Background: an optimization exercise with open tools, aiming at small area and a short achievable clock period. Do not read the settings as production practice. RTL that was checked went through simulation tests only; none was proved equivalent to the original. Power is estimated from default activity; no workload was simulated.

== rev 12 ==
==> module fetch_queue_sel, before the edit <==
module fetch_queue_sel (
  input  logic [3:0]  v,               
  input  logic        dec_ready,
  input  logic [3:0]  tb,              
  input  logic [15:0] wrow,            
  input  logic        rdy,             
  input  logic        v1, v2, v3, v4,  
  input  logic        hodd,            
  input  logic [15:0] hoh,             
  output logic [7:0]  es,              
  output logic [7:0]  os,              
  output logic [15:0] sel,             
  output logic [15:0] we,              
  output logic [6:0]  o1_sel,          
  output logic [6:0]  o2_sel
);
  for (genvar i = 0; i < 8; i++) begin : g_rd
    assign es[i] = hoh[(2 * i + 14) % 16] | hoh[(2 * i + 13) % 16];
    assign os[i] = hoh[(2 * i + 15) % 16] | hoh[(2 * i + 14) % 16];
  end
  always_comb begin
    logic [3:0] x;
    for (int b = 0; b < 4; b++) begin
      for (int k = 0; k < 4; k++) begin
        for (int d = 0; d < 4; d++) x[d] = tb[(b - d + 4) % 4];    
        for (int j = 0; j < k; j++) x = v[j] ? (x >> 1) : x;
        sel[b*4 + k] = v[k] & x[0];
      end
      for (int r = 0; r < 4; r++) we[b*4 + r] = rdy & wrow[b*4 + r];
    end
  end
  logic o1_hold, o1_s2, o1_c0;
  logic o2_hold, o2_s3, o2_c0, o2_c1;
  assign o1_hold = !dec_ready & v1;
  assign o1_s2   = dec_ready & v3;
  assign o1_c0   = !o1_hold & !o1_s2;
  assign o2_hold = !dec_ready & v2;
  assign o2_s3   = dec_ready & v4;
  assign o2_c0   = dec_ready ? (v3 & !v4) : (v1 & !v2);
  assign o2_c1   = !o2_hold & !o2_s3 & !o2_c0;
  always_comb begin
    logic [1:0] x;
    for (int k = 0; k < 4; k++) begin
      x = {o2_c1, o2_c0};              
      for (int j = 0; j < k; j++) x = v[j] ? {1'b0, x[1]} : x;
      o2_sel[3 + k] = v[k] & x[0];
      o1_sel[3 + k] = v[k] & o1_c0 & ((v & ((4'd1 << k) - 4'd1)) == 4'd0);
    end
  end
  assign o1_sel[2:0] = {o1_s2 & hodd, o1_s2 & !hodd, o1_hold};
  assign o2_sel[2:0] = {o2_s3 & !hodd, o2_s3 & hodd, o2_hold};
endmodule
==> flow/config.mk <==
export PLATFORM = sky130hd
export DESIGN_NAME = fetch_queue
export DESIGN_NICKNAME = fetch_queue
export VERILOG_FILES = /design/flow/design.v
export SDC_FILE = /design/flow/constraint.sdc
export NUM_CORES = 8
export LEC_CHECK = 0
export CAP_MARGIN = 30
export CORE_MARGIN = 2
export CORE_UTILIZATION = 38
export CTS_CLUSTER_DIAMETER = 80
export CTS_CLUSTER_SIZE = 25
export PLACE_DENSITY = 0.5
export SETUP_SLACK_MARGIN = 3.8
export SLEW_MARGIN = 20
export SYNTH_HIERARCHICAL = 1
export TNS_END_PERCENT = 0
==> flow/constraint.sdc <==
create_clock -name core_clock -period 6.0 [get_ports {clk}]
set_input_delay 1.2000 -clock core_clock [delete_from_list [all_inputs] [get_ports {clk}]]
set_output_delay 1.2000 -clock core_clock [all_outputs]
set_load 0.01 [all_outputs]
standard.sh (not shown) runs the stock make flow with config.mk's settings and CLKGATE_MAP_FILE= SYNTH_SCRIPT=/design/flow/synth_recipe.tcl, a recipe that flattens the netlist after the stock synthesis.
==> flow/flow/run.sh <==
#!/bin/bash
# The standard layout, with three changes:
#  - plain buffers (instead of the delay-cell buffers buffer_ports picks by default) on the
#    input and output ports;
#  - sky130_fd_sc_hd__a222oi_1 (three series p-transistors, no stronger size to upsize to)
#    added to the platform's don't-use list, so synthesis maps the wide and-or muxes to
#    faster cells;
#  - MATCH_CELL_FOOTPRINT=0, so timing repair may size a cell up to a wider footprint.
set -euo pipefail
export BUFFER_PORTS_ARGS="-buffer_cell sky130_fd_sc_hd__buf_2"
platform_dont_use=$(sed -n '/^export DONT_USE_CELLS/,/^#/p' "$FLOW_HOME/platforms/sky130hd/config.mk" \
  | grep -o 'sky130_fd_sc_hd__[a-z0-9_]*' | tr '\n' ' ')
bash standard.sh "DONT_USE_CELLS=sky130_fd_sc_hd__a222oi_1 $platform_dont_use" MATCH_CELL_FOOTPRINT=0 finish > standard.log 2>&1
diff inputs: rev 12 => rev 13
--- a/flow/design.v
+++ b/flow/design.v
@@ -272,19 +272,28 @@
 );
   for (genvar i = 0; i < 8; i++) begin : g_rd
     assign es[i] = hoh[(2 * i + 14) % 16] | hoh[(2 * i + 13) % 16];
     assign os[i] = hoh[(2 * i + 15) % 16] | hoh[(2 * i + 14) % 16];
   end
+  logic [3:0] atl;                     
+  assign atl[0] = |v;
+  assign atl[1] = (v[0] & v[1]) | (v[2] & v[3]) | ((v[0] | v[1]) & (v[2] | v[3]));
+  assign atl[2] = (v[0] & v[1] & (v[2] | v[3])) | (v[2] & v[3] & (v[0] | v[1]));
+  assign atl[3] = &v;
   always_comb begin
     logic [3:0] x;
     for (int b = 0; b < 4; b++) begin
       for (int k = 0; k < 4; k++) begin
         for (int d = 0; d < 4; d++) x[d] = tb[(b - d + 4) % 4];    
         for (int j = 0; j < k; j++) x = v[j] ? (x >> 1) : x;
         sel[b*4 + k] = v[k] & x[0];
       end
-      for (int r = 0; r < 4; r++) we[b*4 + r] = rdy & wrow[b*4 + r];
+      for (int r = 0; r < 4; r++) begin
+        we[b*4 + r] = 1'b0;
+        for (int d = 0; d < 4; d++)
+          we[b*4 + r] = we[b*4 + r] | (rdy & wrow[b*4 + r] & tb[(b - d + 4) % 4] & atl[d]);
+      end
     end
   end
   logic o1_hold, o1_s2, o1_c0;
   logic o2_hold, o2_s3, o2_c0, o2_c1;
   assign o1_hold = !dec_ready & v1;
Results
Timing, DRC, antenna: 0 failures across rev 13 and rev 12
Reported for rev 13 and rev 12, final hold violation count turned out identical to the last digit.
Taking rev 12 as the reference point, the multi-input gate share of the layout cell area of rev 13 rises by 0.27 points.
In the flow results for rev 13 and rev 12, the sequential share of layout area is smaller on rev 13.
Combinational share of power for rev 13: 1.0 points down relative to rev 12
Re post-route clock period utilization: rev 12 was higher than rev 13.
No functional check of the RTL was part of rev 12.

## separate check: timing with driven ports
In the flow no input, the clock included, has a driving cell. The finished layouts below were timed again as built, in two steps.
Step 1 sets driving cells, clkbuf_16 on the clock port and buf_2 on the other inputs (assumed; they add their load-dependent delay and slew).
Step 2, shift: input delay + t, output delay - t, t = (earliest + latest rising clock arrival at the registers) / 2. This alone moves slack from input paths to output paths.
a / b / c = ideal ports / drivers / drivers and shift; a / b = the first two.
| run | t (ns) | setup slack, ns | worst hold slack (ns) |
|---|---|---|---|
| rev 12 | 0.950 | 3.236 / 3.248 / 2.299 | 0.511 / 0.511 / 0.511 |
| rev 13 | 0.939 | 3.252 / 3.252 / 2.356 | 0.513 / 0.513 / 0.513 |
After both steps setup and hold are still met in every run listed. The setup slack of rev 12, which loses most, moves by +0.012 ns with the drivers and by -0.937 ns with both steps.
